Context: an optimization exercise on an open-source flow, tuned for small area, a short achievable clock period and few clock cycles per item. The choices shown serve that exercise and are no tape-out recipe.
The RTL was checked by simulation tests, not by an equivalence proof against the original design.
Power and IR drop assume default switching activity.

## design/flow/run.sh

```bash
#!/bin/bash
# synth_recipe.tcl (not shown) runs the flow's synth.tcl, then flattens the netlist and writes it again
# the make line also repeats each setting of config.mk as NAME=value (left out here)
make -C /OpenROAD-flow-scripts/flow DESIGN_CONFIG=/design/flow/config.mk WORK_HOME=/design/flow/orfs CLKGATE_MAP_FILE= SYNTH_SCRIPT=/design/flow/synth_recipe.tcl finish
```

## design/flow/config.mk

```make
export PLATFORM = sky130hd
export DESIGN_NAME = arp_receive_and_cache
export DESIGN_NICKNAME = arp_receive_and_cache
export VERILOG_FILES = /design/flow/design.v
export SDC_FILE = /design/flow/constraint.sdc
export NUM_CORES = 4
export LEC_CHECK = 0
export CAP_MARGIN = 20
export CORE_MARGIN = 2
export CORE_UTILIZATION = 50
export CTS_CLUSTER_DIAMETER = 100
export CTS_CLUSTER_SIZE = 24
export PLACE_DENSITY = 0.65
export SETUP_SLACK_MARGIN = 3.3
export SLEW_MARGIN = 20
export TNS_END_PERCENT = 5
```

## design/flow/constraint.sdc

```tcl
create_clock -name core_clock -period 6.0 [get_ports {clk}]
set_input_delay 1.2000 -clock core_clock [delete_from_list [all_inputs] [get_ports {clk}]]
set_output_delay 1.2000 -clock core_clock [all_outputs]
set_load 0.01 [all_outputs]
```

## design/flow/design.v

```verilog
package arpc_pkg;
	localparam logic OPC_FRAME  = 1'b0;
	localparam logic OPC_LOOKUP = 1'b1;
	localparam logic [15:0] MIN_FRAME_LEN  = 16'(14 + 28);
	localparam logic [15:0] ETYPE_ARP      = 16'h0806;
	localparam logic [15:0] PTYPE_IPV4     = 16'h0800;
	localparam logic [7:0]  HW_ADDR_LEN    = 8'd6;
	localparam logic [7:0]  PROTO_ADDR_LEN = 8'd4;
	localparam logic [15:0] OPER_REQUEST   = 16'd1;
endpackage
module arpc_cell (
	input  logic        clk,
	input  logic        arst_n,
	input  logic [31:0] key,
	output logic        match,
	output logic        valid,
	output logic [47:0] mac,
	input  logic        wr_en,
	input  logic [31:0] wr_ip,
	input  logic [47:0] wr_mac
);
	logic [31:0] ip_q;
	logic [47:0] mac_q;
	logic        valid_q;
	assign match = valid_q && (ip_q == key);
	assign valid = valid_q;
	assign mac   = mac_q;
	always_ff @(posedge clk or negedge arst_n) begin
		if (!arst_n) begin
			valid_q <= 1'b0;
		end else if (wr_en) begin
			valid_q <= 1'b1;
		end
	end
	always_ff @(posedge clk) begin
		if (wr_en) begin
			ip_q  <= wr_ip;
			mac_q <= wr_mac;
		end
	end
endmodule
module arp_receive_and_cache #(
	parameter int ENTRIES = 32
) (
	input  logic                 clk,
	input  logic                 arst_n,
	input  logic                 cfg_we,
	input  logic [31:0]          cfg_wdata,
	input  logic                 item_valid,
	output logic                 item_ready,
	input  logic                 item_opcode,
	input  logic [15:0]          item_frame_length,
	input  logic [15:0]          item_ethertype,
	input  logic [15:0]          item_proto_type,
	input  logic [7:0]           item_hw_len,
	input  logic [7:0]           item_proto_len,
	input  logic [15:0]          item_arp_oper,
	input  logic [47:0]          item_sender_mac,
	input  logic [31:0]          item_sender_ip,
	input  logic [31:0]          item_tgt_ip,
	input  logic [31:0]          item_query_ip,
	output logic                 result_valid,
	input  logic                 result_ready,
	output logic                 result_consumed,
	output logic                 result_learned,
	output logic                 result_reply_needed,
	output logic [47:0]          result_reply_mac,
	output logic [31:0]          result_reply_ip,
	output logic                 result_hit,
	output logic [47:0]          result_found_mac
);
	logic [31:0] our_ip_q;
	logic        accept;
	logic        ld_r0;
	logic        ri_take;
	logic        room_q;    
	logic        ri_v_d;
	logic        r0_v_d;
	logic        h_v_d;
	logic        ri_v;
	logic        ri_lookup;
	logic        ri_consumed;
	logic        ri_learn;
	logic        ri_reply;
	logic [31:0] ri_key;
	logic [47:0] ri_mac;
	logic        r0_v;
	logic        r0_lookup;
	logic        r0_consumed;
	logic        r0_learn;
	logic        r0_reply;
	logic [31:0] r0_key;
	logic [47:0] r0_mac;
	logic [31:0] in_key;
	logic [ENTRIES-1:0] r0_match;   
	logic [ENTRIES-1:0] r0_rsel;    
	logic               ri_eqw;     
	logic        in_lookup;
	logic        in_consumed;
	logic        in_learn;
	logic        in_reply;
	assign ld_r0      = !r0_v || proc;
	assign ri_take    = !ri_v || ld_r0;
	assign accept     = item_valid && ri_take;
	assign item_ready = room_q || result_ready;
	assign in_lookup   = (item_opcode == arpc_pkg::OPC_LOOKUP);
	assign in_key      = in_lookup ? item_query_ip : item_sender_ip;
	assign in_consumed = !in_lookup && (item_frame_length >= arpc_pkg::MIN_FRAME_LEN)
		&& (item_ethertype == arpc_pkg::ETYPE_ARP);
	assign in_learn    = in_consumed && (item_proto_type == arpc_pkg::PTYPE_IPV4)
		&& (item_hw_len == arpc_pkg::HW_ADDR_LEN) && (item_proto_len == arpc_pkg::PROTO_ADDR_LEN);
	assign in_reply    = in_learn && (item_arp_oper == arpc_pkg::OPER_REQUEST)
		&& (item_tgt_ip == our_ip_q);
	logic        h_v;
	logic        h_consumed;
	logic        h_learned;
	logic        h_reply;
	logic [47:0] h_reply_mac;
	logic [31:0] h_reply_ip;
	logic        h_hit;
	logic [47:0] h_found_mac;
	logic        proc;
	assign proc = r0_v && (!h_v || result_ready);
	logic [ENTRIES-1:0]       cmp;
	logic [ENTRIES-1:0]       valid;
	logic [ENTRIES-1:0]       free;
	logic [ENTRIES-1:0]       wr_en;
	logic [ENTRIES-1:0][47:0] ent_mac;
	logic                     any;
	logic [47:0]              rd_mac;
	for (genvar k = 0; k < ENTRIES; k++) begin : g_ent
		arpc_cell u_cell (
			.clk    (clk),
			.arst_n (arst_n),
			.key    (ri_key),
			.match  (cmp[k]),
			.valid  (valid[k]),
			.mac    (ent_mac[k]),
			.wr_en  (wr_en[k]),
			.wr_ip  (r0_key),
			.wr_mac (r0_mac)
		);
	end
	always_comb begin
		free[0] = !valid[0] || valid[ENTRIES-1];
		for (int k = 1; k < ENTRIES; k++) begin
			free[k] = valid[k-1] && !valid[k];
		end
	end
	assign any = |r0_match;
	always_comb begin
		for (int k = 0; k < ENTRIES; k++) begin
			wr_en[k] = proc && r0_learn && (r0_match[k] || (!any && free[k]));
		end
	end
	always_comb begin
		rd_mac = '0;
		for (int k = 0; k < ENTRIES; k++) begin
			rd_mac = rd_mac | (ent_mac[k] & {48{r0_rsel[k]}});
		end
	end
	assign ri_eqw = (ri_key == r0_key);
	logic n_hit;
	assign n_hit = r0_lookup && any;
	assign ri_v_d = accept || (ri_v && !ld_r0);
	assign r0_v_d = (ri_v && ld_r0) || (r0_v && !proc);
	assign h_v_d  = proc || (h_v && !result_ready);
	always_ff @(posedge clk or negedge arst_n) begin
		if (!arst_n) begin
			our_ip_q <= '0;
			ri_v     <= 1'b0;
			room_q   <= 1'b1;
			r0_v     <= 1'b0;
			h_v      <= 1'b0;
		end else begin
			if (cfg_we) begin
				our_ip_q <= cfg_wdata;
			end
			ri_v   <= ri_v_d;
			r0_v   <= r0_v_d;
			h_v    <= h_v_d;
			room_q <= !(ri_v_d && r0_v_d && h_v_d);
		end
	end
	always_ff @(posedge clk) begin
		if (ri_take) begin
			ri_lookup   <= in_lookup;
			ri_consumed <= in_consumed;
			ri_learn    <= in_learn;
			ri_reply    <= in_reply;
			ri_key      <= in_key;
			ri_mac      <= item_sender_mac;
		end
		if (ld_r0) begin
			r0_lookup   <= ri_lookup;
			r0_consumed <= ri_consumed;
			r0_learn    <= ri_learn;
			r0_reply    <= ri_reply;
			r0_key      <= ri_key;
			r0_mac      <= ri_mac;
			for (int k = 0; k < ENTRIES; k++) begin
				r0_match[k] <= wr_en[k] ? ri_eqw : cmp[k];
				r0_rsel[k]  <= (wr_en[k] ? ri_eqw : cmp[k]) && ri_lookup;
			end
		end
		if (proc) begin
			h_consumed  <= r0_consumed;
			h_learned   <= r0_learn;
			h_reply     <= r0_reply;
			h_reply_mac <= r0_reply ? r0_mac : 48'd0;
			h_reply_ip  <= r0_reply ? r0_key : 32'd0;
			h_hit       <= n_hit;
			h_found_mac <= rd_mac;
		end
	end
	assign result_valid        = h_v;
	assign result_consumed     = h_consumed;
	assign result_learned      = h_learned;
	assign result_reply_needed = h_reply;
	assign result_reply_mac    = h_reply_mac;
	assign result_reply_ip     = h_reply_ip;
	assign result_hit          = h_hit;
	assign result_found_mac    = h_found_mac;
endmodule
```

==> results of run 1 <==
[metal layers]
metal	track usage	share of wire	up-vias
met5	0	0.00027	-
li1	-	-	25690
met4	0.1269	0.051	8
met1	0.4264	0.36	33770
met2	0.5037	0.46	5067
met3	0.05626	0.13	881
[kinds of logic (layout without fill, tap and decap cells)]
group | after synthesis | in the layout | share of synthesized area
DFF | 2992 | 2992 | 0.7875
xor gates and xnor gates | 1087 | 1087 | 0.08376
and+or+nand+nor | 872 | 873 | 0.04546
AOI/OAI and AO/OA | 805 | 805 | 0.06054
buffers and inverters | 355 | 1067 | 0.01363
muxes | 96 | 96 | 0.009158
other | 0 | 11 | 0
[registers in the layout, summed over array words and instances (netlist names), 32 cells and up]
signal,count
h_found_mac,48
r0_match,32
ri_mac,48
h_reply_ip,32
g_ent.u_cell.ip_q,1024
r0_mac,48
r0_rsel,32
ri_key,32
g_ent.u_cell.mac_q,1536
our_ip_q,32
g_ent.u_cell.valid_q,32
h_reply_mac,48
r0_key,32
[through the flow]
| step | instance area [um^2] | util | hold WS (ns) | setup TNS (ns) | instances |
|---|---|---|---|---|---|
| final | 130600 | 0.5764 | 0.2477 | 0 | 9940 |
| after detailed placement | 122000 | 0.5385 | 0.4045 | 0 | 9498 |
| after global routing | 130600 | 0.5763 | 0.2443 | 0 | 9930 |
| after CTS | 129400 | 0.5711 | 0.2141 | 0 | 9861 |
| after global placement | 122000 | 0.5385 | 0.4010 | 0 | 9498 |
| after floorplan | 113700 | - | 0.4003 | -5.939 | 6207 |
[timing repair]
action	in CTS	in global routing
gates cloned	57	29
hold endpoints to repair	0	0
pin swaps	18	6
setup buffers	95	36
resized for setup	136	66
setup endpoints to repair	2924	2856
[Yosys cell counts (2+ instances only)]
library cell / instances
edfxtp_1: 2924
xnor2_1: 902
a22oi_1: 576
nand4_1: 335
xor2_1: 185
clkbuf_1: 165
nand3_1: 132
and2_1: 114
buf_2: 100
a221oi_1: 96
a22o_1: 96
nor4_1: 90
dfrtp_1: 67
mux2_2: 64
or4_1: 50
buf_1: 48
nor3_1: 37
nand2_1: 35
inv_1: 34
mux2i_1: 32
or2_2: 32
nor2_1: 31
o41ai_4: 30
nor4b_1: 6
nand2b_1: 4
buf_12: 3
buf_6: 3
o21ai_0: 3
and3_1: 2
clkbuf_8: 2
[placed cells by master (no fill, tap or decap), types with 28 or more instances in the layout]
cell type / instances
edfxtp_1: 2924
mux2_2: 64
clkbuf_16: 169
a22oi_1: 576
buf_4: 202
a22o_1: 96
clkdlybuf4s50_1: 382
and2_1: 113
buf_16: 30
dfrtp_1: 67
nand2_1: 33
xor2_1: 185
nor4_1: 81
xnor2_1: 902
clkbuf_1: 39
nor3_1: 37
buf_12: 83
mux2i_1: 28
bufbuf_16: 35
or2_2: 31
inv_1: 33
nand4_1: 335
o41ai_4: 31
nand3_1: 131
nor2_1: 31
or4_1: 50
a221oi_1: 96
buf_6: 54
[final timing paths]
path	from	to	cells past startpoint
worst max-delay path	r0_match[16]$_DFFE_PP_	g_ent[15].u_cell.mac_q[12]$_DFFE_PP_	8
worst min-delay path	arst_n	our_ip_q[9]$_DFFE_PN0P_	1
worst max register to register	r0_match[16]$_DFFE_PP_	g_ent[15].u_cell.mac_q[12]$_DFFE_PP_	8
worst min register to register	ri_mac[31]$_DFFE_PN_	r0_mac[31]$_DFFE_PP_	0
max in group asynchronous	arst_n	g_ent[7].u_cell.valid_q$_DFFE_PN0P_	2
min in group core_clock	ri_mac[31]$_DFFE_PN_	r0_mac[31]$_DFFE_PP_	0
[critical path, delay by kind of cell (launching register included)]
family	cells	cell delay [ns]
buffers and inverters	4	0.87
AND/OR/NAND/NOR	3	0.76
flip-flops	1	0.47
AO/OA/AOI/OAI	1	0.43
[power by group]
| part | internal (mW) | switching (mW) |
|---|---|---|
| Sequential | 24.1 | 0.644 |
| Combinational | 1.60 | 3.39 |
| Clock | 4.71 | 6.49 |
| Total | 30.4 | 10.5 |
[cell type report]
| class | instances | area (um^2) |
|---|---|---|
| antenna | 11 | 27.53 |
| clock buffer | 190 | 3914 |
| clock inverter | 21 | 261.5 |
| fill | 16680 | 96000 |
| inverter | 34 | 130.1 |
| multi-input combinational | 2861 | 22770 |
| sequential | 2992 | 89510 |
| tap | 3009 | 3765 |
| timing repair buffer | 822 | 10240 |
==> metrics.sh, run 1 <==
SYNTH_ENABLE_FLOP_CELLS=2924
FP.DIEAREA_UM2=231200
YOSYS_MOST_USED_DFF='edfxtp_1'
TRITONCTS.NUM_BUFFERS=145
TIMING_WORST_SLEW_PIN_VALUE_NS=1.190
CRITICAL_PATH.CELL_CHAIN='nor4_1 -> nand4_1 -> buf_6 -> or2_4 -> buf_4 -> buf_16 -> o41ai_4 -> buf_12'
TIMING.SLEW.HEADROOM=0.2070
PORT-BUFFER-COUNT=394
FF2FF_SETUP_SLACK_NS=2.79
ANTENNA_LEFT=0
POST-PLACE-WS_NS=1.583
GR-USAGE-ALL-LAYERS=0.3138
POST_SYNTH_INSTANCE_AREA_UM2=113700
STD_CELL_ROWS=175
FIRST_GLOBAL_VIAS=61730
POWER.DENSITY_CELL_AREA_nW_PER_UM2=313.3
WORST_SETUP_PATH_END_KIND='flop'
GLOBALROUTEOVERFLOWTOTAL=0
CTSHOLDBUFFERS=0
FINAL-HOLD-VIOLATION-COUNT=0
DETAIL_ROUTE.ITER0.VIOLATIONS=11210
PATH_CLASS='flop to flop'
CRITPATHMAXSTAGEDELAY_NS=0.47
MAX_FREQ_MHz=311.3
WORST_EP_REQUIRED_TIME_NS=6.48
CTS_TREE='yes'
ANTENNA_FOUND_INITIAL=26
POWER.TOTAL_mW=40.92
RSZ0062_AT_GRT='yes'
POST_ROUTE_CELLS_DRIVE_ABOVE_1_SHARE=0.1090
POST-DP-HPWL_UM=169000
SYNTH_NETS=6469
FINALCLOCKSKEW_NS=0.04869
TIMING.CRITICAL_PATH.SLOWEST_STAGE_CELL='edfxtp_1'
WORST-ENDPOINT-ARRIVAL_NS=3.69
SYN-INSTANCE-COUNT=6207
FINALCRITICALPERIOD_NS=3.212
IO_PINS=396
TIMING.CRITICAL_PATH.FROM_TYPE='flop'
ROUTE.DETAILED.VIAS_PER_INST=6.582
CRIT_FANOUT=49
SYNTH.TOP_CELLS.BY_AREA='edfxtp_1 (77%), xnor2_1 (7.0%), a22oi_1 (3.8%)'
DR.PASS1.ITERS=6
CLOCK_SLEW_AT_REPORTED_PATH_FFS_NS=0.10
CTS_MAX_LEVEL=4
FLOORPLAN.DIE.WIDTH_UM=480.8
SYNTH_TOP_CELL_BY_AREA='edfxtp_1'
NETLIST_CELL_TYPES=39
NETS=7118
CLKLATENCYLATEPIN_NS=0.87
FLOORPLAN.INITIALDENSITY=0.5016
SETUP_VIOL_COUNT_FINAL=0
CTS_ROOT_BUF='clkbuf_16'
STATUS='finished clean'
ROUTE.DETAILED.WL_PER_INST_UM=37.54
MAX_CAP_VIOLATIONS=0
TOTAL_LEAKAGE_POWER_nW=40.98
DR_TOTAL_VIAS=65420
HOLD_PATH_CLASS='primary input to asynchronous set/reset pin'
CTS-ROOT-TO-SINK-BUFFERS=3
YS.WARNINGS.COUNT=2
GLOBALPLACE.CONGESTION=0.8084
ASYNC_FLOP_SHARE=0.02273
SYN2LAYOUT_AREA_GROWTH_PCT=14.92
CTS_SINKS=2992
GRT_FIRST_PASS_WIRELENGTH_UM=497700
GRT_MAX_DEGREE=68
FINALWORSTSETUPSLACK_NS=2.788
FINAL_CRITICAL_PATH_SHARE_OF_THE_CLOCK_PERIOD=0.5354
DETAIL_ROUTE.WIRELENGTH_UM=373100
COUNT_OF_FINAL_MAX_SLEW_CHECK_FAILURES=0
CORE_AREA_UM2=226600
FFS_LATCHES_SYNTH=2992
YOSYSTOPAREACELLSHARE=0.7725
DRC=0
SYN_AVG_CELL_AREA_UM2=18.31
MAXIMUM_IR_DROP_ON_THE_VDD_RAIL_mV=0.2124
YS_SEQ_AREA_FRAC=0.7875
DIE_HEIGHT_UM=480.8
Testbench counts, summed over its fixed seeds: cycles 2,584, items 2,560.
==> run 2: changes to the inputs <==
--- a/design/flow/design.v
+++ b/design/flow/design.v
@@ -125,5 +125,11 @@
 	logic [ENTRIES-1:0]       valid;
 	logic [ENTRIES-1:0]       free;
-	logic [ENTRIES-1:0]       wr_en;
+	logic [ENTRIES-1:0]       wr_en;      
+	logic [ENTRIES-1:0]       vnext;
+	logic [ENTRIES-1:0]       pw_sel;
+	logic [31:0]              pw_ip;
+	logic [47:0]              pw_mac;
+	logic                     ri_eqp;     
+	logic                     r0_hitp;    
 	logic [ENTRIES-1:0][47:0] ent_mac;
 	logic                     any;
@@ -137,13 +143,14 @@
 			.valid  (valid[k]),
 			.mac    (ent_mac[k]),
-			.wr_en  (wr_en[k]),
-			.wr_ip  (r0_key),
-			.wr_mac (r0_mac)
+			.wr_en  (pw_sel[k]),
+			.wr_ip  (pw_ip),
+			.wr_mac (pw_mac)
 		);
 	end
+	assign vnext = valid | pw_sel;
 	always_comb begin
-		free[0] = !valid[0] || valid[ENTRIES-1];
+		free[0] = !vnext[0] || vnext[ENTRIES-1];
 		for (int k = 1; k < ENTRIES; k++) begin
-			free[k] = valid[k-1] && !valid[k];
+			free[k] = vnext[k-1] && !vnext[k];
 		end
 	end
@@ -159,6 +166,10 @@
 			rd_mac = rd_mac | (ent_mac[k] & {48{r0_rsel[k]}});
 		end
+		if (r0_hitp) begin
+			rd_mac = pw_mac;
+		end
 	end
 	assign ri_eqw = (ri_key == r0_key);
+	assign ri_eqp = (ri_key == pw_ip);
 	logic n_hit;
 	assign n_hit = r0_lookup && any;
@@ -173,5 +184,7 @@
 			r0_v     <= 1'b0;
 			h_v      <= 1'b0;
+			pw_sel   <= '0;
 		end else begin
+			pw_sel <= wr_en;
 			if (cfg_we) begin
 				our_ip_q <= cfg_wdata;
@@ -200,7 +213,12 @@
 			r0_mac      <= ri_mac;
 			for (int k = 0; k < ENTRIES; k++) begin
-				r0_match[k] <= wr_en[k] ? ri_eqw : cmp[k];
-				r0_rsel[k]  <= (wr_en[k] ? ri_eqw : cmp[k]) && ri_lookup;
+				r0_match[k] <= wr_en[k] ? ri_eqw : (pw_sel[k] ? ri_eqp : cmp[k]);
+				r0_rsel[k]  <= !wr_en[k] && (pw_sel[k] ? ri_eqp : cmp[k]) && ri_lookup;
 			end
+			r0_hitp <= ri_eqw && proc && r0_learn && ri_lookup;
+		end
+		if (proc) begin
+			pw_ip  <= r0_key;
+			pw_mac <= r0_mac;
 		end
 		if (proc) begin
--- a/design/flow/config.mk
+++ b/design/flow/config.mk
@@ -8,9 +8,9 @@
 export CAP_MARGIN = 20
 export CORE_MARGIN = 2
-export CORE_UTILIZATION = 50
+export CORE_UTILIZATION = 55
 export CTS_CLUSTER_DIAMETER = 100
 export CTS_CLUSTER_SIZE = 24
-export PLACE_DENSITY = 0.65
-export SETUP_SLACK_MARGIN = 3.3
+export PLACE_DENSITY = 0.7
+export SETUP_SLACK_MARGIN = 3.4
 export SLEW_MARGIN = 20
 export TNS_END_PERCENT = 5
==> run 2 against run 1 <==
Final cell count fell by 0.43%. Sequential share of layout area increased by 2.4 points. Combinational power is 4.8% lower. Die area down 5.5%. Synthesized cell count is 5.2% higher. Synthesized area up 3.9%. Largest cell class unchanged. Largest power group unchanged.
==> metrics.sh, run 2 <==
STATUS='finished clean'
PORT-BUFFER-COUNT=394  # unchanged
POST-DP-HPWL_UM=185900  # +10%
REGISTERS.TOP_BY_FF_COUNT='g_ent.u_cell.mac_q'
NUMPLACEDINSTANCES=9632  # +1.4%
ROUTE.DETAILED.WL_PER_INST_UM=36.78  # -2.0%
SETUP_TNS_NS=0  # unchanged
STD_CELL_ROWS=170  # -2.9%
LAYOUT.CELLS.MOST_COMMON='edfxtp_1'
GR-USAGE-ALL-LAYERS=0.3286  # +0.01486
CTSHOLDBUFFERS=0  # unchanged
NETLIST_CELL_TYPES=43  # +10%
GRT_FIRST_PASS_WIRELENGTH_UM=496800  # -0.18%
CTS_TREE='yes'
GRT_MAX_DEGREE=106  # +56%
DETAIL_ROUTE.ITER0.VIOLATIONS=11160  # -0.45%
LAYOUT_TOP_REGISTERS='g_ent.u_cell.mac_q (1536), g_ent.u_cell.ip_q (1024)'
FINAL_AREA_UM2=131000  # +0.27%
FINALCRITICALPERIOD_NS=2.837  # -0.3750 ns
ANTENNA_LEFT=0  # unchanged
FLOORPLAN.INITIALDENSITY=0.5520  # +0.05046
GLOBALROUTEOVERFLOWTOTAL=0  # unchanged
NETS=7244  # +1.8%
TIMING_WORST_SLEW_PIN_VALUE_NS=1.192  # +0.002307 ns
TOTAL_LEAKAGE_POWER_nW=40.50  # -1.2%
CTS-ROOT-TO-SINK-BUFFERS=3  # unchanged
POWER.DENSITY_CELL_AREA_nW_PER_UM2=320.8  # +2.4%
SYNTHMOSTINSTANTIATEDCELL='edfxtp_1'
SETUP_VIOL_COUNT_FINAL=0  # unchanged
ROUTE.DETAILED.VIAS_PER_INST=6.850  # +4.1%
SYNTH_TOP_CELL_BY_AREA='edfxtp_1'
PATH_CLASS='primary input to output port'
CLOCK_SLEW_AT_REPORTED_PATH_FFS_NS=0.10  # about the same
SYN2LAYOUT_AREA_GROWTH_PCT=10.88
WORST_SETUP_PATH_END_KIND='output port'
DR_TOTAL_VIAS=67800  # +3.6%
RSZ0062_AT_GRT='yes'
MAX_FREQ_MHz=352.4  # +13%
PLACED_CELL_AREA_UM2=126100  # +3.3%
TIMING.SLEW.HEADROOM=0.2054  # -0.001538
WORST-ENDPOINT-ARRIVAL_NS=1.64  # -2.05 ns
DETAIL_ROUTE.WIRELENGTH_UM=364000  # -2.4%
SYN_AVG_CELL_AREA_UM2=18.09  # -1.2%
POST_ROUTE_CELLS_DRIVE_ABOVE_1_SHARE=0.08677  # -0.02219
DR.PASS1.ITERS=7  # +1
FP.DIEAREA_UM2=218500  # -5.5%
CORE_AREA_UM2=214000  # -5.6%
CTS_ROOT_BUF='clkbuf_16'
YS.WARNINGS.COUNT=2  # unchanged
HOLD_PATH_CLASS='primary input to asynchronous set/reset pin'
LARGEST_REGISTER_FFS=1536  # unchanged
CTS_MAX_LEVEL=4  # unchanged
GLOBALPLACE.CONGESTION=0.8470  # +4.8%
YOSYSTOPAREACELLSHARE=0.7639  # -0.008546
TIMING.CRITICAL_PATH.FROM_TYPE='primary input'
SYN-INSTANCE-COUNT=6529  # +5.2%
MAX_CAP_VIOLATIONS=0  # unchanged
CLKLATENCYLATEPIN_NS=0.87  # about the same
FINALCLOCKSKEW_NS=0.04409  # -0.004599 ns
CTS_SINKS=3105  # +3.8%
FLOORPLAN.DIE.WIDTH_UM=467.4  # -2.8%
COUNT_OF_FINAL_MAX_SLEW_CHECK_FAILURES=0  # unchanged
TRITONCTS.NUM_BUFFERS=148  # +2.1%
LAYOUT.FILLER_CELLS=15340  # -8.0%
SYNTH_ENABLE_FLOP_CELLS=3005  # +2.8%
IO_PINS=396  # unchanged
FINAL_CRITICAL_PATH_SHARE_OF_THE_CLOCK_PERIOD=0.4729  # -0.06250
WORST_EP_REQUIRED_TIME_NS=4.80  # -1.68 ns
MOST-COMMON-LAYOUT-CELLS='edfxtp_1 (3005), xnor2_1 (964), nand4_1 (374)'
MAXIMUM_IR_DROP_ON_THE_VDD_RAIL_mV=0.3552  # +67%
FFS_LATCHES_SYNTH=3105  # +3.8%
YOSYS_MOST_USED_DFF='edfxtp_1'
YS_SEQ_AREA_FRAC=0.7851  # -0.002332
DRC=0  # unchanged
SYNTH.CELLS.MOST_FREQUENT='edfxtp_1 (3005), xnor2_1 (964), nand4_1 (374)'
SYNTH_NETS=6791  # +5.0%
DIE_HEIGHT_UM=467.4  # -2.8%
POST_SYNTH_INSTANCE_AREA_UM2=118100  # +3.9%
SYNTH.TOP_CELLS.BY_AREA='edfxtp_1 (76%), xnor2_1 (7.1%), dfrtp_1 (2.1%)'
CRIT_FANOUT=3  # -94%
LAYOUTNONFILLERINSTCOUNT=9897  # -0.43%
FINAL-HOLD-VIOLATION-COUNT=0  # unchanged
FIRST_GLOBAL_VIAS=64580  # +4.6%
ANTENNA_FOUND_INITIAL=18  # -31%
ASYNC_FLOP_SHARE=0.03221  # +0.009479
[run 2: cell count changes after synthesis, sizes merged, moves of 34 or more]
cell / delta
a221oi: +144
nand4: +39
inv: +80
nand3: -49
a22o: +144
nor2: +34
a21oi: +95
a222oi: +48
or4: -48
edfxtp: +81
nor3: +46
a22oi: -384
xnor2: +62
a211oi: +64
[run 2: per-stage QoR]
step                power, mW  hold slack, ns  setup WS, ns  utilization
finish                  42.02          0.3598         3.163       0.6121
floorplan               28.43          0.4003         1.996            -
global placement        30.89          0.4022         2.209       0.5893
global route            42.91          0.3783         3.136       0.6120
CTS                     41.90          0.3298         3.153       0.6109
detailed placement      31.00          0.4045         2.175       0.5894
[run 2: cell type report]
type	instances	area, um^2	share of cell area
Inverter	114	427.9	0.003267
Tap cell	2838	3551	0.02711
Multi-Input combinational cell	2966	23540	0.1798
Clock inverter	13	176.4	0.001347
Timing Repair Buffer	647	6384	0.04874
Clock buffer	208	4014	0.03065
Sequential cell	3105	92860	0.7090
Antenna cell	6	15.01	0.0001146
[run 2: cell families (layout without fill, tap and decap cells)]
logic type / Yosys count / after routing / synth area share
DFF: 3105 / 3105 / 0.7851
buffers and inverters: 458 / 982 / 0.01668
muxes: 64 / 64 / 0.006101
xor gates and xnor gates: 1120 / 1120 / 0.08304
AOI/OAI and AO/OA: 949 / 949 / 0.06560
other: 0 / 6 / 0
and+or+nand+nor: 833 / 833 / 0.04345
[run 2: worst max-delay path, cell delays in order]
cell and delay, ns:
buf_6 0.10, or2_4 0.22, buf_6 0.12
[run 2: path summary, 6_finish.rpt]
kind	start	end	slack, ns	depth (start not counted)
min	arst_n	our_ip_q[7]$_DFFE_PN0P_	0.36	1
max in group asynchronous	arst_n	pw_sel[17]$_DFF_PN0_	4.24	2
max	result_ready	item_ready	3.16	3
max reg2reg	r0_rsel[18]$_DFFE_PP_	h_found_mac[36]$_DFFE_PP_	3.17	6
min in group core_clock	ri_mac[4]$_DFFE_PN_	r0_mac[4]$_DFFE_PP_	0.40	0
min reg2reg	ri_mac[4]$_DFFE_PN_	r0_mac[4]$_DFFE_PP_	0.40	0
[run 2: routing by layer]
layer / track usage / part of all wire
met1: 0.4517 / 0.35
met2: 0.5183 / 0.46
met3: 0.06421 / 0.13
met4: 0.1373 / 0.052
met5: 0 / 0.000074
[run 2: where the power goes]
part           switching [mW]  leakage [nW]  total [mW]  internal (mW)
clock                    6.57          2.02        11.3           4.73
sequential              0.893          28.7        26.0           25.1
combinational            3.20          9.79        4.75           1.55
[run 2: repair_timing]
item | 4_1_cts | 5_1_grt
buffers inserted | 26 | 7
pin swaps | 9 | 3
gates cloned | 2 | 2
setup endpoints to repair | 333 | 224
resized for setup | 236 | 47
Testbench counts of run 2, summed over its fixed seeds: cycles 2,584, items 2,560.
==> run 3: changes to the inputs <==
--- a/design/flow/config.mk
+++ b/design/flow/config.mk
@@ -8,8 +8,8 @@
 export CAP_MARGIN = 20
 export CORE_MARGIN = 2
-export CORE_UTILIZATION = 55
+export CORE_UTILIZATION = 60
 export CTS_CLUSTER_DIAMETER = 100
 export CTS_CLUSTER_SIZE = 24
-export PLACE_DENSITY = 0.7
+export PLACE_DENSITY = 0.75
 export SETUP_SLACK_MARGIN = 3.4
 export SLEW_MARGIN = 20
==> run 3 against run 2 <==
Still clean on timing, DRC and antenna. Worst setup slack lost 0.12 ns. Final cell count fell by 1.7%. Final area is 0.14% higher. Synthesized area unchanged. Clock skew down 0.0048 ns. Power rose by 0.13%. Non-clock buffer count grew 38. Largest cell class unchanged.
==> metrics.sh, run 3 <==
SETUP_VIOL_COUNT_FINAL=0  # unchanged
CLOCK_POWER_SHARE=0.269  # about the same
SYNTH.CELLS.MOST_FREQUENT='edfxtp_1 (3005), xnor2_1 (964), nand4_1 (374)'
FIRST_GLOBAL_VIAS=66000  # +2.2%
HOLD_PATH_CLASS='primary input to asynchronous set/reset pin'
ANTENNA_FOUND_INITIAL=17  # -1
FF2FF_SETUP_SLACK_NS=3.05  # -0.12 ns
GLOBALPLACE.CONGESTION=0.8930  # +5.4%
GRT_MAX_DEGREE=106  # unchanged
TOTAL_SWITCHING_POWER_mW=10.71  # +0.39%
DIE_HEIGHT_UM=447.7  # -4.2%
SYNTH.TOP_CELLS.BY_AREA='edfxtp_1 (76%), xnor2_1 (7.1%), dfrtp_1 (2.1%)'
FINALCRITICALPERIOD_NS=2.953  # +0.1153 ns
FINAL-HOLD-VIOLATION-COUNT=0  # unchanged
ASYNC_FLOP_SHARE=0.03221  # unchanged
GRT_FIRST_PASS_WIRELENGTH_UM=494100  # -0.55%
FFS_LATCHES_SYNTH=3105  # unchanged
CTS_SINKS=3105  # unchanged
SYN2LAYOUT_AREA_GROWTH_PCT=11.04
POST-DP-HPWL_UM=188700  # +1.5%
RSZ0062_AT_GRT='yes'
YS.WARNINGS.COUNT=2  # unchanged
DETAIL_ROUTE.ITER0.VIOLATIONS=11370  # +1.9%
TIMING_WORST_SLEW_PIN_VALUE_NS=1.187  # -0.005286 ns
POWER.DENSITY_CELL_AREA_nW_PER_UM2=320.8  # about the same
PORT-BUFFER-COUNT=394  # unchanged
FLOORPLAN.INITIALDENSITY=0.6051  # +0.05313
PATH_CLASS='flop to flop'
FINALCLOCKSKEW_NS=0.03934  # -0.004755 ns
REGISTERS.TOP_BY_FF_COUNT='g_ent.u_cell.mac_q'
CTS_MAX_LEVEL=4  # unchanged
DR_TOTAL_VIAS=68260  # +0.68%
MAX_FREQ_MHz=338.7  # -3.9%
MAX_CAP_VIOLATIONS=0  # unchanged
YOSYSTOPAREACELLSHARE=0.7639  # unchanged
CORE_AREA_UM2=195200  # -8.8%
POST_ROUTE_CELLS_DRIVE_ABOVE_1_SHARE=0.09347  # +0.006701
STD_CELL_ROWS=162  # -4.7%
POWER.INTERNAL_mW=31.36  # about the same
LARGEST_REGISTER_FFS=1536  # unchanged
STATUS='finished clean'
DR.PASS1.ITERS=6  # -1
WORSTREG2REGEND='h_found_mac[5]$_DFFE_PP_'
MAXIMUM_IR_DROP_ON_THE_VDD_RAIL_mV=0.2772  # -22%
LAYOUT_TOP_REGISTERS='g_ent.u_cell.mac_q (1536), g_ent.u_cell.ip_q (1024)'
NUMPLACEDINSTANCES=9431  # -2.1%
YS_SEQ_AREA_FRAC=0.7851  # unchanged
SYN-INSTANCE-COUNT=6529  # unchanged
COUNT_OF_FINAL_MAX_SLEW_CHECK_FAILURES=0  # unchanged
WORST_SETUP_PATH_END_KIND='flop'
ROUTE.DETAILED.WL_PER_INST_UM=37.27  # +1.3%
TOTAL_LEAKAGE_POWER_nW=40.73  # +0.56%
NETLIST_CELL_TYPES=43  # unchanged
SYNTHMOSTINSTANTIATEDCELL='edfxtp_1'
IO_PINS=396  # unchanged
FINAL_AREA_UM2=131200  # +0.14%
WORST-ENDPOINT-ARRIVAL_NS=3.51  # +1.87 ns
TIMING.CRITICAL_PATH.FROM_TYPE='flop'
SETUP_TNS_NS=0  # unchanged
R2R_CELLS=7  # +1
PLACED_CELL_AREA_UM2=125900  # -0.21%
NETS=7282  # +0.52%
MOST-COMMON-LAYOUT-CELLS='edfxtp_1 (3005), xnor2_1 (961), nand4_1 (374)'
WORST_EP_REQUIRED_TIME_NS=6.55  # +1.75 ns
GLOBALROUTEOVERFLOWTOTAL=0  # unchanged
CLOCK_SLEW_AT_REPORTED_PATH_FFS_NS=0.09  # about the same
RR_STARTPOINT='r0_rsel[0]$_DFFE_PP_'
SHARE_SEQ_OF_TOTAL_POWER=0.618  # about the same
LAYOUT.CELLS.MOST_COMMON='edfxtp_1'
SYNTH_TOP_CELL_BY_AREA='edfxtp_1'
FLOORPLAN.DIE.WIDTH_UM=447.7  # -4.2%
TIMING.SLEW.HEADROOM=0.2090  # +0.003524
DETAIL_ROUTE.WIRELENGTH_UM=362800  # -0.35%
CTS_TREE='yes'
CTS-ROOT-TO-SINK-BUFFERS=3  # unchanged
LAYOUTNONFILLERINSTCOUNT=9733  # -1.7%
FP.DIEAREA_UM2=200400  # -8.3%
SYNTH_NETS=6791  # unchanged
TRITONCTS.NUM_BUFFERS=148  # unchanged
POST_SYNTH_INSTANCE_AREA_UM2=118100  # unchanged
CTS_ROOT_BUF='clkbuf_16'
SYNTH_ENABLE_FLOP_CELLS=3005  # unchanged
ROUTE.DETAILED.VIAS_PER_INST=7.013  # +2.4%
CRIT_FANOUT=28  # +25
ANTENNA_LEFT=0  # unchanged
SYN_AVG_CELL_AREA_UM2=18.09  # unchanged
GR-USAGE-ALL-LAYERS=0.3570  # +0.02832
YOSYS_MOST_USED_DFF='edfxtp_1'
DRC=0  # unchanged
CLKLATENCYLATEPIN_NS=0.89  # +0.02 ns
POWER_SWITCHING_SHARE=0.2546  # +0.0006611
COMBPWRFRAC=0.114  # about the same
FINAL_CRITICAL_PATH_SHARE_OF_THE_CLOCK_PERIOD=0.4921  # +0.01922
run 3: critical path, stage by stage (launching register included):
cell,delay (ns)
edfxtp_1,0.33
buf_4,0.43
buf_4,0.66
a22o_1,0.25
a221oi_1,0.05
nand4_1,0.14
nor3_1,0.07
a21oi_1,0.67
run 3: how the worst max path moves through the flow:
stage,from,end,slack (ns)
after floorplan,result_ready,r0_match[10]$_DFFE_PP_,2.00
after global placement,result_ready,r0_mac[23]$_DFFE_PP_,2.27
after detailed placement,result_ready,r0_mac[45]$_DFFE_PP_,2.22
after CTS,result_ready,item_ready,3.17
after global routing,result_ready,item_ready,3.16
final,r0_rsel[0]$_DFFE_PP_,h_found_mac[5]$_DFFE_PP_,3.05
run 3: per-layer routing:
layer,vias up,global-route usage,wire length (um)
li1,26710,-,-
met1,34300,0.4766,120800
met2,6019,0.5562,165300
met3,1222,0.08864,54540
met4,10,0.1693,22090
met5,-,0,71
run 3: power groups by stage:
stage,logic (mW),clock network (mW),registers (mW)
2_1_floorplan,2.17,0,26.3
3_3_place_gp,4.36,0,26.5
3_5_place_dp,4.43,0,26.5
4_1_cts,4.55,11.3,26.0
5_1_grt,4.87,12.0,26.1
6_report,4.79,11.3,26.0
run 3: cells by family after synthesis:
| family | share of synthesized area |
|---|---|
| buffers and inverters | 0.01668 |
| AO/OA/AOI/OAI | 0.06560 |
| multiplexers | 0.006101 |
| flip-flops | 0.7851 |
| AND/OR/NAND/NOR | 0.04345 |
| XOR/XNOR | 0.08304 |
run 3: final cells by class:
class / count / area [um^2]
antenna: 16 / 40.04
clock buffer: 206 / 3964
clock inverter: 17 / 284.0
fill: 12590 / 64040
inverter: 114 / 427.9
multi-input combinational: 2966 / 23610
sequential: 3105 / 92860
tap: 2624 / 3283
timing repair buffer: 685 / 6689
run 3: stage by stage:
step           power, mW    util  hold slack (ns)  setup slack [ns]
6_report           42.07  0.6719           0.2946             3.047
5_1_grt            42.91  0.6718           0.3093             3.158
4_1_cts            41.81  0.6694           0.2818             3.172
3_5_place_dp       30.94  0.6448           0.4045             2.219
3_3_place_gp       30.81  0.6448           0.4034             2.265
2_1_floorplan      28.43       -           0.4003             1.996
run 3: timing repair:
| action | CTS | global route |
|---|---|---|
| buffers inserted | 32 | 19 |
| endpoints found under the hold margin | 0 | 0 |
| setup endpoints to repair | 397 | 264 |
| pin swaps | 8 | 8 |
| cloned | 5 | 5 |
| gates resized for setup | 252 | 49 |
| hold buffers | 0 | 0 |

port drivers added, routing unchanged:
The flow's constraints put no driver on any port. The routed layouts listed below were extracted and timed again, unchanged, in two steps.
Step 1: set_driving_cell puts a clkbuf_16 on clk and a buf_2 on each other input, an assumption about the parent block.
Step 2 adds t to the input delays and takes it off the output delays; t is the mean of the earliest and latest rising clock arrival at the registers after step 1. Input paths then give back, and output paths get back, about the clock's delay inside the block.
Three values: ideal ports, drivers, drivers and shift; two values: the first two.
run | t (ns) | setup WS [ns] | hold WS [ns] | worst data-port slew with drivers (ns) | pins driven straight from the clock port
run 1 | 0.951 | 2.788 / 2.788 / 2.317 | 0.248 / 0.173 / 0.418 | 0.06 | 1
run 2 | 0.948 | 3.163 / 3.070 / 2.544 | 0.360 / 0.286 / 0.405 | 0.16 | 1
run 3 | 0.958 | 3.047 / 3.047 / 2.420 | 0.295 / 0.238 / 0.414 | 0.11 | 1
After both steps setup and hold are still met in every run listed. For run 3, which loses most, drivers alone change the setup slack by 0.000 ns; drivers and shift together by -0.627 ns.
